What follows belongs to an exercise in optimizing a design on an open flow for small area; a production flow would make more cautious choices.
Only simulation tests tie the RTL to the original design; equivalence was not proved.

==> run a: inputs <==
==> flow/design.v <==
`timescale 1ns/1ps
package dtwPkg;
    localparam int SEQ_LEN  = 20;                  
    localparam int IDX_W    = 5;                   
    localparam int NUM_PE   = 6;                   
    localparam int NUM_DIAG = 2 * SEQ_LEN - 1;     
    localparam int PATH_W = 2;
    localparam int ROW_W  = NUM_PE * PATH_W;       
    localparam int GRP_W  = 5;                     
    localparam int DIST_W = 16;
    localparam int DATA_W = 32;
endpackage
`timescale 1ns/1ps
module btControl (
    input  logic                        clk,
    input  logic                        nrst,
    input  logic                        i_btEna,
    input  logic                        i_atOrigin,
    input  logic [5:0]                  i_row,
    input  logic [2:0]                  i_pe,
    input  logic [dtwPkg::GRP_W-1:0]    i_grpAN,
    input  logic [dtwPkg::GRP_W-1:0]    i_grpBN,
    output logic                        o_load,
    output logic                        o_step,
    output logic [1:0]                  o_dir,
    output logic                        o_start
);
    localparam int ND = dtwPkg::NUM_DIAG;
    localparam int GW = dtwPkg::GRP_W;
    logic       en1;                               
    logic       en2;
    logic [5:0] low;                               
    always_ff @(posedge clk or negedge nrst) begin
        if (!nrst) begin
            en1 <= 1'b0;
            en2 <= 1'b0;
        end else begin
            en1 <= i_btEna;
            en2 <= en1;
        end
    end
    always_ff @(posedge clk or negedge nrst) begin
        if (!nrst) begin
            low <= 6'(ND);
        end else if (!i_btEna && low != 6'd0) begin
            low <= low - 6'd1;
        end
    end
    assign o_load  = ~i_btEna;
    assign o_step  = en1 & ~i_atOrigin;
    assign o_start = en1 & ~en2;                   
    logic [GW-1:0] grp;
    logic [1:0]    pos;
    logic          zB;
    logic          zC;
    logic [1:0]    code;
    always_comb begin
        case (i_pe)
            3'd1:    begin grp = ~i_grpAN; pos = 2'd0; end
            3'd2:    begin grp = ~i_grpAN; pos = 2'd1; end
            3'd3:    begin grp = ~i_grpAN; pos = 2'd2; end
            3'd0:    begin grp = ~i_grpBN; pos = 2'd0; end
            3'd4:    begin grp = ~i_grpBN; pos = 2'd1; end
            default: begin grp = ~i_grpBN; pos = 2'd2; end
        endcase
        zB = (grp[3:2] == 2'b00);
        zC = (grp[1:0] == 2'b00);
        case (pos)
            2'd0:    code = (zB | zC) ? 2'd3 : {grp[4], ~grp[4]};
            2'd1:    code = zB ? grp[1:0] : grp[3:2];
            default: code = zB ? 2'd3 : (zC ? {grp[4], ~grp[4]} : grp[1:0]);
        endcase
        o_dir = (i_row >= low) ? code : 2'd3;
    end
endmodule
module btRowDecode (
    input  logic [5:0]                  i_row,
    output logic [dtwPkg::NUM_DIAG-1:1] o_rowSel
);
    logic [7:0] selLo;
    logic [4:0] selHi;
    always_comb begin
        for (int i = 0; i < 8; i++) selLo[i] = (i_row[2:0] == 3'(i));
        for (int i = 0; i < 5; i++) selHi[i] = (i_row[5:3] == 3'(i));
        for (int k = 1; k < dtwPkg::NUM_DIAG; k++) o_rowSel[k] = selHi[k/8] & selLo[k%8];
    end
endmodule
`timescale 1ns/1ps
module btCursor (
    input  logic                        clk,
    input  logic                        nrst,
    input  logic                        i_restart,
    input  logic                        i_step,
    input  logic [1:0]                  i_dir,
    output logic [dtwPkg::IDX_W-1:0]    o_tIndex,
    output logic [dtwPkg::IDX_W-1:0]    o_rIndex,
    output logic [5:0]                  o_row,
    output logic [2:0]                  o_pe,
    output logic                        o_atOrigin
);
    logic [4:0] tIdx;
    logic [4:0] rIdx;
    logic [3:0] v;
    always_ff @(posedge clk or negedge nrst) begin
        if (!nrst) begin
            tIdx <= 5'd19;
            rIdx <= 5'd19;
        end else if (i_restart) begin
            tIdx <= 5'd19;
            rIdx <= 5'd19;
        end else begin
            tIdx <= tIdx - 5'(i_step & i_dir[1]);   
            rIdx <= rIdx - 5'(i_step & i_dir[0]);   
        end
    end
    assign v        = 4'(5 + tIdx - rIdx);
    assign o_row    = {1'b0, tIdx} + {1'b0, rIdx};
    assign o_pe     = v[3:1];
    assign o_tIndex = tIdx;
    assign o_rIndex = rIdx;
    assign o_atOrigin = (tIdx == 5'd0) && (rIdx == 5'd0);
endmodule
`timescale 1ns/1ps
module pathStore (
    input  logic                           clk,
    input  logic                           i_load,
    input  logic [dtwPkg::ROW_W-1:0]       i_row,
    input  logic [dtwPkg::NUM_DIAG-1:1]    i_rowSel,   
    output logic [dtwPkg::GRP_W-1:0]       o_grpAN,    
    output logic [dtwPkg::GRP_W-1:0]       o_grpBN     
);
    localparam int ND = dtwPkg::NUM_DIAG;
    localparam int GW = dtwPkg::GRP_W;
    function automatic logic [1:0] clean(input logic [1:0] c);
        clean = (c == 2'd0) ? 2'd3 : c;
    endfunction
    function automatic logic [GW-1:0] pack(input logic [1:0] a0, input logic [1:0] b0, input logic [1:0] c0);
        logic [1:0] a, b, c;
        a = clean(a0);
        b = clean(b0);
        c = clean(c0);
        if (a != 2'd3)      pack = {a[1], b, c};
        else if (c != 2'd3) pack = {c[1], b, 2'b00};
        else                pack = {1'b0, 2'b00, b};
    endfunction
    logic [GW-1:0] grpA [1:ND-1];
    logic [GW-1:0] grpB [3:ND-1];
    always_ff @(posedge clk) begin
        if (i_load) begin
            grpA[ND-1] <= pack(i_row[9:8], i_row[7:6], i_row[5:4]);
            grpB[ND-1] <= pack(i_row[11:10], i_row[3:2], i_row[1:0]);
            for (int k = 1; k < ND - 1; k++) begin
                grpA[k] <= grpA[k+1];
            end
            for (int k = 3; k < ND - 1; k++) begin
                grpB[k] <= grpB[k+1];
            end
        end
    end
    for (genvar b = 0; b < GW; b++) begin : g_bit
        logic [11:0] aoA;                          
        logic        aoA37;                        
        logic [11:0] aoB;                          
        logic [2:0]  orA;
        logic [2:0]  orB;
        for (genvar j = 0; j < 12; j++) begin : g_tri
            btAoi222 uA (
                .i_a0 (grpA[3*j+1][b]), .i_s0 (i_rowSel[3*j+1]),
                .i_a1 (grpA[3*j+2][b]), .i_s1 (i_rowSel[3*j+2]),
                .i_a2 (grpA[3*j+3][b]), .i_s2 (i_rowSel[3*j+3]),
                .o_y  (aoA[j])
            );
            btAoi222 uB (
                .i_a0 (grpB[3*j+3][b]), .i_s0 (i_rowSel[3*j+3]),
                .i_a1 (grpB[3*j+4][b]), .i_s1 (i_rowSel[3*j+4]),
                .i_a2 (grpB[3*j+5][b]), .i_s2 (i_rowSel[3*j+5]),
                .o_y  (aoB[j])
            );
        end
        btAo22 uA37 (
            .i_a0 (grpA[37][b]), .i_s0 (i_rowSel[37]),
            .i_a1 (grpA[38][b]), .i_s1 (i_rowSel[38]),
            .o_y  (aoA37)
        );
        for (genvar j = 0; j < 3; j++) begin : g_nand
            btNand4 uA (.i_a (aoA[4*j+3:4*j]), .o_y (orA[j]));
            btNand4 uB (.i_a (aoB[4*j+3:4*j]), .o_y (orB[j]));
        end
        btNor4 uOrA (.i_a ({aoA37, orA}), .o_y (o_grpAN[b]));
        btNor3 uOrB (.i_a (orB),          .o_y (o_grpBN[b]));
    end
endmodule
module btAoi222 (
    input  logic i_a0, input logic i_s0,
    input  logic i_a1, input logic i_s1,
    input  logic i_a2, input logic i_s2,
    output logic o_y
);
    assign o_y = ~((i_a0 & i_s0) | (i_a1 & i_s1) | (i_a2 & i_s2));
endmodule
module btAo22 (
    input  logic i_a0, input logic i_s0,
    input  logic i_a1, input logic i_s1,
    output logic o_y
);
    assign o_y = (i_a0 & i_s0) | (i_a1 & i_s1);
endmodule
module btNand4 (
    input  logic [3:0] i_a,
    output logic       o_y
);
    assign o_y = ~&i_a;
endmodule
module btNor4 (
    input  logic [3:0] i_a,
    output logic       o_y
);
    assign o_y = ~|i_a;
endmodule
module btNor3 (
    input  logic [2:0] i_a,
    output logic       o_y
);
    assign o_y = ~|i_a;
endmodule
`timescale 1ns/1ps
module traceOutput (
    input  logic                      clk,
    input  logic                      i_btEna,
    input  logic                      i_start,
    input  logic [dtwPkg::DIST_W-1:0] i_finalDist,
    input  logic [dtwPkg::IDX_W-1:0]  i_tIndex,
    input  logic [dtwPkg::IDX_W-1:0]  i_rIndex,
    output logic [dtwPkg::DATA_W-1:0] o_data
);
    logic [dtwPkg::DIST_W-1:0] distReg;
    always_ff @(posedge clk) begin
        if (!i_btEna) begin
            distReg <= i_finalDist;                
        end
    end
    assign o_data = {3'b000, i_tIndex, 3'b000, i_rIndex, i_start ? distReg : 16'd0};
endmodule
`timescale 1ns/1ps
module dtwBacktrace (
    input  logic                      clk,
    input  logic                      nrst,
    input  logic                      i_btEna,
    input  logic [dtwPkg::ROW_W-1:0]  i_pathRow,
    input  logic [dtwPkg::DIST_W-1:0] i_finalDist,
    output logic                      o_btEnd,
    output logic [dtwPkg::DATA_W-1:0] o_data
);
    logic                        load;
    logic                        step;
    logic                        start;
    logic [dtwPkg::NUM_DIAG-1:1] rowSel;
    logic                        atOrigin;
    logic [1:0]                  dir;
    logic [dtwPkg::IDX_W-1:0]    tIndex;
    logic [dtwPkg::IDX_W-1:0]    rIndex;
    logic [5:0]                  row;
    logic [2:0]                  pe;
    logic [dtwPkg::GRP_W-1:0]    grpAN;
    logic [dtwPkg::GRP_W-1:0]    grpBN;
    btControl btControl_i (
        .clk        (clk),
        .nrst       (nrst),
        .i_btEna    (i_btEna),
        .i_atOrigin (atOrigin),
        .i_row      (row),
        .i_pe       (pe),
        .i_grpAN    (grpAN),
        .i_grpBN    (grpBN),
        .o_load     (load),
        .o_step     (step),
        .o_dir      (dir),
        .o_start    (start)
    );
    btCursor btCursor_i (
        .clk        (clk),
        .nrst       (nrst),
        .i_restart  (load),
        .i_step     (step),
        .i_dir      (dir),
        .o_tIndex   (tIndex),
        .o_rIndex   (rIndex),
        .o_row      (row),
        .o_pe       (pe),
        .o_atOrigin (atOrigin)
    );
    btRowDecode btRowDecode_i (
        .i_row    (row),
        .o_rowSel (rowSel)
    );
    pathStore pathStore_i (
        .clk      (clk),
        .i_load   (load),
        .i_row    (i_pathRow),
        .i_rowSel (rowSel),
        .o_grpAN  (grpAN),
        .o_grpBN  (grpBN)
    );
    traceOutput traceOutput_i (
        .clk         (clk),
        .i_btEna     (i_btEna),
        .i_start     (start),
        .i_finalDist (i_finalDist),
        .i_tIndex    (tIndex),
        .i_rIndex    (rIndex),
        .o_data      (o_data)
    );
    assign o_btEnd = atOrigin;
endmodule
==> flow/flow/run.sh <==
#!/bin/bash
set -euo pipefail
bash standard.sh "BUFFER_PORTS_ARGS=-buffer_cell sky130_fd_sc_hd__buf_1" finish > standard_make.log 2>&1
==> flow/standard.sh <==
#!/bin/bash
# synth_recipe.tcl (not shown) runs the flow's synth.tcl, then flattens the netlist and writes it again
# the make line also repeats each setting of config.mk as NAME=value (left out here)
make -C /OpenROAD-flow-scripts/flow DESIGN_CONFIG=/design/flow/config.mk WORK_HOME=/design/flow/orfs CLKGATE_MAP_FILE= SYNTH_SCRIPT=/design/flow/synth_recipe.tcl "${@:-finish}"
==> flow/config.mk <==
export PLATFORM = sky130hd
export DESIGN_NAME = dtwBacktrace
export DESIGN_NICKNAME = dtwBacktrace
export VERILOG_FILES = /design/flow/design.v
export SDC_FILE = /design/flow/constraint.sdc
export NUM_CORES = 4
export LEC_CHECK = 0
export CAP_MARGIN = 20
export CORE_MARGIN = 2
export CORE_UTILIZATION = 70
export CTS_BUF_LIST = sky130_fd_sc_hd__clkbuf_8
export CTS_CLUSTER_DIAMETER = 70
export CTS_CLUSTER_SIZE = 18
export SLEW_MARGIN = 20
export SYNTH_HIERARCHICAL = 1
==> flow/constraint.sdc <==
create_clock -name core_clock -period 6.0 [get_ports {clk}]
set_input_delay 1.2000 -clock core_clock [delete_from_list [all_inputs] [get_ports {clk}]]
set_output_delay 1.2000 -clock core_clock [all_outputs]
set_load 0.01 [all_outputs]
==> run b: changes against run a <==
==> flow/design.v, changed modules only <==
module btControl (
    input  logic                        clk,
    input  logic                        nrst,
    input  logic                        i_btEna,
    input  logic                        i_atOrigin,
    input  logic [5:0]                  i_row,
    input  logic [2:0]                  i_pe,
    input  logic [dtwPkg::GRP_W-1:0]    i_grpA,
    input  logic [dtwPkg::GRP_W-1:0]    i_grpB,
    output logic                        o_load,
    output logic                        o_step,
    output logic [dtwPkg::NUM_DIAG-1:1] o_rowSel,
    output logic [1:0]                  o_dir,
    output logic                        o_start
);
    localparam int ND = dtwPkg::NUM_DIAG;
    localparam int GW = dtwPkg::GRP_W;
    logic       en1;                               
    logic       en2;
    logic [5:0] low;                               
    always_ff @(posedge clk or negedge nrst) begin
        if (!nrst) begin
            en1 <= 1'b0;
            en2 <= 1'b0;
        end else begin
            en1 <= i_btEna;
            en2 <= en1;
        end
    end
    always_ff @(posedge clk or negedge nrst) begin
        if (!nrst) begin
            low <= 6'(ND);
        end else if (!i_btEna && low != 6'd1) begin
            low <= low - 6'd1;
        end
    end
    assign o_load  = ~i_btEna;
    assign o_step  = en1 & ~i_atOrigin;
    assign o_start = en1 & ~en2;
    logic [7:0] selLo;
    logic [4:0] selHi;
    always_comb begin
        for (int i = 0; i < 8; i++) selLo[i] = (i_row[2:0] == 3'(i));
        for (int i = 0; i < 5; i++) selHi[i] = (i_row[5:3] == 3'(i));
        for (int k = 1; k < ND; k++) o_rowSel[k] = selHi[k/8] & selLo[k%8];
    end
    logic [GW-1:0] grp;
    logic [1:0]    pos;
    logic          zB;
    logic          zC;
    logic [1:0]    code;
    always_comb begin
        case (i_pe)
            3'd1:    begin grp = i_grpA; pos = 2'd0; end
            3'd2:    begin grp = i_grpA; pos = 2'd1; end
            3'd3:    begin grp = i_grpA; pos = 2'd2; end
            3'd0:    begin grp = i_grpB; pos = 2'd0; end
            3'd4:    begin grp = i_grpB; pos = 2'd1; end
            default: begin grp = i_grpB; pos = 2'd2; end
        endcase
        zB = (grp[3:2] == 2'b00);
        zC = (grp[1:0] == 2'b00);
        case (pos)
            2'd0:    code = (zB | zC) ? 2'd3 : {grp[4], ~grp[4]};
            2'd1:    code = zB ? grp[1:0] : grp[3:2];
            default: code = zB ? 2'd3 : (zC ? {grp[4], ~grp[4]} : grp[1:0]);
        endcase
        o_dir = (i_row >= low) ? code : 2'd3;
    end
endmodule
module btCursor (
    input  logic                        clk,
    input  logic                        nrst,
    input  logic                        i_restart,
    input  logic                        i_step,
    input  logic [1:0]                  i_dir,
    output logic [dtwPkg::IDX_W-1:0]    o_tIndex,
    output logic [dtwPkg::IDX_W-1:0]    o_rIndex,
    output logic [5:0]                  o_row,
    output logic [2:0]                  o_pe,
    output logic                        o_atOrigin
);
    logic [4:0] tIdx;
    logic [4:0] rIdx;
    logic [3:0] v;                                 
    always_ff @(posedge clk or negedge nrst) begin
        if (!nrst) begin
            tIdx <= 5'd19;
            rIdx <= 5'd19;
        end else if (i_restart) begin
            tIdx <= 5'd19;
            rIdx <= 5'd19;
        end else if (i_step) begin
            if (i_dir[1]) tIdx <= tIdx - 5'd1;     
            if (i_dir[0]) rIdx <= rIdx - 5'd1;     
        end
    end
    assign v          = 4'(5 + tIdx - rIdx);
    assign o_row      = {1'b0, tIdx} + {1'b0, rIdx};
    assign o_pe       = v[3:1];
    assign o_tIndex   = tIdx;
    assign o_rIndex   = rIdx;
    assign o_atOrigin = (tIdx == 5'd0) && (rIdx == 5'd0);
endmodule
module pathStore (
    input  logic                           clk,
    input  logic                           i_load,
    input  logic [dtwPkg::ROW_W-1:0]       i_row,
    input  logic [dtwPkg::NUM_DIAG-1:1]    i_rowSel,   
    output logic [dtwPkg::GRP_W-1:0]       o_grpA,
    output logic [dtwPkg::GRP_W-1:0]       o_grpB
);
    localparam int ND = dtwPkg::NUM_DIAG;
    localparam int GW = dtwPkg::GRP_W;
    function automatic logic [1:0] clean(input logic [1:0] c);
        clean = (c == 2'd0) ? 2'd3 : c;
    endfunction
    function automatic logic [GW-1:0] pack(input logic [1:0] a0, input logic [1:0] b0, input logic [1:0] c0);
        logic [1:0] a, b, c;
        a = clean(a0);
        b = clean(b0);
        c = clean(c0);
        if (a != 2'd3)      pack = {a[1], b, c};
        else if (c != 2'd3) pack = {c[1], b, 2'b00};
        else                pack = {1'b0, 2'b00, b};
    endfunction
    logic [2*GW-1:0] rows [3:ND-1];
    logic [GW-1:0]   row2;
    logic [GW-1:0]   row1;
    always_ff @(posedge clk) begin
        if (i_load) begin
            rows[ND-1] <= {pack(i_row[11:10], i_row[3:2], i_row[1:0]),
                           pack(i_row[9:8], i_row[7:6], i_row[5:4])};
            for (int k = 3; k < ND - 1; k++) begin
                rows[k] <= rows[k+1];
            end
            row2 <= rows[3][GW-1:0];
            row1 <= row2;
        end
    end
    always_comb begin
        o_grpA = ({GW{i_rowSel[2]}} & row2) | ({GW{i_rowSel[1]}} & row1);
        o_grpB = '0;
        for (int k = 3; k < ND; k++) begin
            o_grpA = o_grpA | ({GW{i_rowSel[k]}} & rows[k][GW-1:0]);
            o_grpB = o_grpB | ({GW{i_rowSel[k]}} & rows[k][2*GW-1:GW]);
        end
    end
endmodule
module dtwBacktrace (
    input  logic                      clk,
    input  logic                      nrst,
    input  logic                      i_btEna,
    input  logic [dtwPkg::ROW_W-1:0]  i_pathRow,
    input  logic [dtwPkg::DIST_W-1:0] i_finalDist,
    output logic                      o_btEnd,
    output logic [dtwPkg::DATA_W-1:0] o_data
);
    logic                        load;
    logic                        step;
    logic                        start;
    logic [dtwPkg::NUM_DIAG-1:1] rowSel;
    logic [1:0]                  dir;
    logic [dtwPkg::IDX_W-1:0]    tIndex;
    logic [dtwPkg::IDX_W-1:0]    rIndex;
    logic [5:0]                  row;
    logic [2:0]                  pe;
    logic                        atOrigin;
    logic [dtwPkg::GRP_W-1:0]    grpA;
    logic [dtwPkg::GRP_W-1:0]    grpB;
    btControl btControl_i (
        .clk        (clk),
        .nrst       (nrst),
        .i_btEna    (i_btEna),
        .i_atOrigin (atOrigin),
        .i_row      (row),
        .i_pe       (pe),
        .i_grpA     (grpA),
        .i_grpB     (grpB),
        .o_load     (load),
        .o_step     (step),
        .o_rowSel   (rowSel),
        .o_dir      (dir),
        .o_start    (start)
    );
    btCursor btCursor_i (
        .clk        (clk),
        .nrst       (nrst),
        .i_restart  (load),
        .i_step     (step),
        .i_dir      (dir),
        .o_tIndex   (tIndex),
        .o_rIndex   (rIndex),
        .o_row      (row),
        .o_pe       (pe),
        .o_atOrigin (atOrigin)
    );
    pathStore pathStore_i (
        .clk      (clk),
        .i_load   (load),
        .i_row    (i_pathRow),
        .i_rowSel (rowSel),
        .o_grpA   (grpA),
        .o_grpB   (grpB)
    );
    traceOutput traceOutput_i (
        .clk         (clk),
        .i_btEna     (i_btEna),
        .i_start     (start),
        .i_finalDist (i_finalDist),
        .i_tIndex    (tIndex),
        .i_rIndex    (rIndex),
        .o_data      (o_data)
    );
    assign o_btEnd = atOrigin;
endmodule
// module btRowDecode removed
// module btAoi222 removed
// module btAo22 removed
// module btNand4 removed
// module btNor4 removed
// module btNor3 removed
==> flow/run.sh (new file) <==
#!/bin/bash
# synth_recipe.tcl (not shown) runs the flow's synth.tcl, then flattens the netlist and writes it again
# the make line also repeats each setting of config.mk as NAME=value (left out here)
make -C /OpenROAD-flow-scripts/flow DESIGN_CONFIG=/design/flow/config.mk WORK_HOME=/design/flow/orfs CLKGATE_MAP_FILE= SYNTH_SCRIPT=/design/flow/synth_recipe.tcl finish
CORE_UTILIZATION = 40   (was 70)
CTS_BUF_LIST = not set   (was sky130_fd_sc_hd__clkbuf_8)
CTS_CLUSTER_DIAMETER = not set   (was 70)
CTS_CLUSTER_SIZE = not set   (was 18)
SYNTH_HIERARCHICAL = not set   (was 1)
removed: flow/flow/run.sh
removed: flow/standard.sh
==> run c: changes against run a <==
==> flow/run.sh (new file) <==
#!/bin/bash
# synth_recipe.tcl (not shown) runs the flow's synth.tcl, then flattens the netlist and writes it again
# the make line also repeats each setting of config.mk as NAME=value (left out here)
make -C /OpenROAD-flow-scripts/flow DESIGN_CONFIG=/design/flow/config.mk WORK_HOME=/design/flow/orfs CLKGATE_MAP_FILE= SYNTH_SCRIPT=/design/flow/synth_recipe.tcl finish
CORE_UTILIZATION = 40   (was 70)
removed: flow/flow/run.sh
removed: flow/standard.sh
==> impl_metrics.toml <==
[outcome]
status = "finished clean"

[final_layout]
clock_area_share_pct = 2.50
fin_area_um2 = 16400

[place]
dp.cells = 1162

[synth]
synth_top_family_by_area = "compound AO/OA/AOI/OAI gates"

[worst_setup_path]
path_common_cell = "ha_1"

[routing]
firstDrtPassIters = 13

[sta]
fin_skew_ns = 0.0266

[power_and_ir_drop]
powerComb_uw = 1700
[end of results for run a]
==> impl_metrics.toml <==
[place]
dp.cells = 1836

[final_layout]
largest_register_ffs = 360
clock_area_share_pct = 7.08
fin_area_um2 = 20200
seq_share_pct = 59.8

[sta]
fin_skew_ns = 0.0177

[power_and_ir_drop]
powerComb_uw = 5370

[routing]
firstDrtPassIters = 6

[outcome]
status = "finished clean"

[global_route]
track_usage_pct = 21.8

[synth]
yosysWarnings = 5
synth_top_family_by_area = "simple AND/OR/NAND/NOR gates"
[end of results for run b]
==> impl_metrics.toml <==
[sta]
hold_violations = 0
fin_skew_ns = 0.0453

[routing]
wl_per_cell_um = 21.7
firstDrtPassIters = 8

[final_layout]
clock_area_share_pct = 3.18

[place]
dp.cells = 1424
io_buffers = 57

[synth]
ys_top_cells_by_count = "edfxtp_1 (386), a222oi_1 (120), nor2_1 (46)"
synth-simple-area-share_pct = 6.80
synth_xor_area_share_pct = 0.848
synth_top_family_by_area = "compound AO/OA/AOI/OAI gates"

[power_and_ir_drop]
powerComb_uw = 1830

[outcome]
status = "finished clean"

[worst_setup_path]
r2r-start = "btCursor_i.tIdx[1]"
[end of results for run c]

[static timing again, ports no longer ideal]
No port has a modelled driver above. Below, the same layouts with a new extraction and two added sets of constraints. Step 1, drivers: a clkbuf_16 drives clk and a buf_2 each remaining input, both assumed. Step 2 moves the port delays by t, midway between the first and last clock arrival at a register: inputs arrive t later, outputs are due t later. That takes back most of the time a late clock gives input paths. Three values: ideal ports, drivers, drivers and shift; two values: the first two.
| run | t (ns) | slack for setup (ns) | hold slack, ns |
|---|---|---|---|
| run a | 0.627 | 0.323 / 0.323 / 0.323 | 0.420 / 0.420 / 0.420 |
| run b | 0.621 | 0.733 / 0.733 / 0.733 | 0.371 / 0.371 / 0.371 |
| run c | 0.665 | 0.476 / 0.476 / 0.476 | 0.438 / 0.438 / 0.438 |
After both steps every run listed still meets setup and hold.
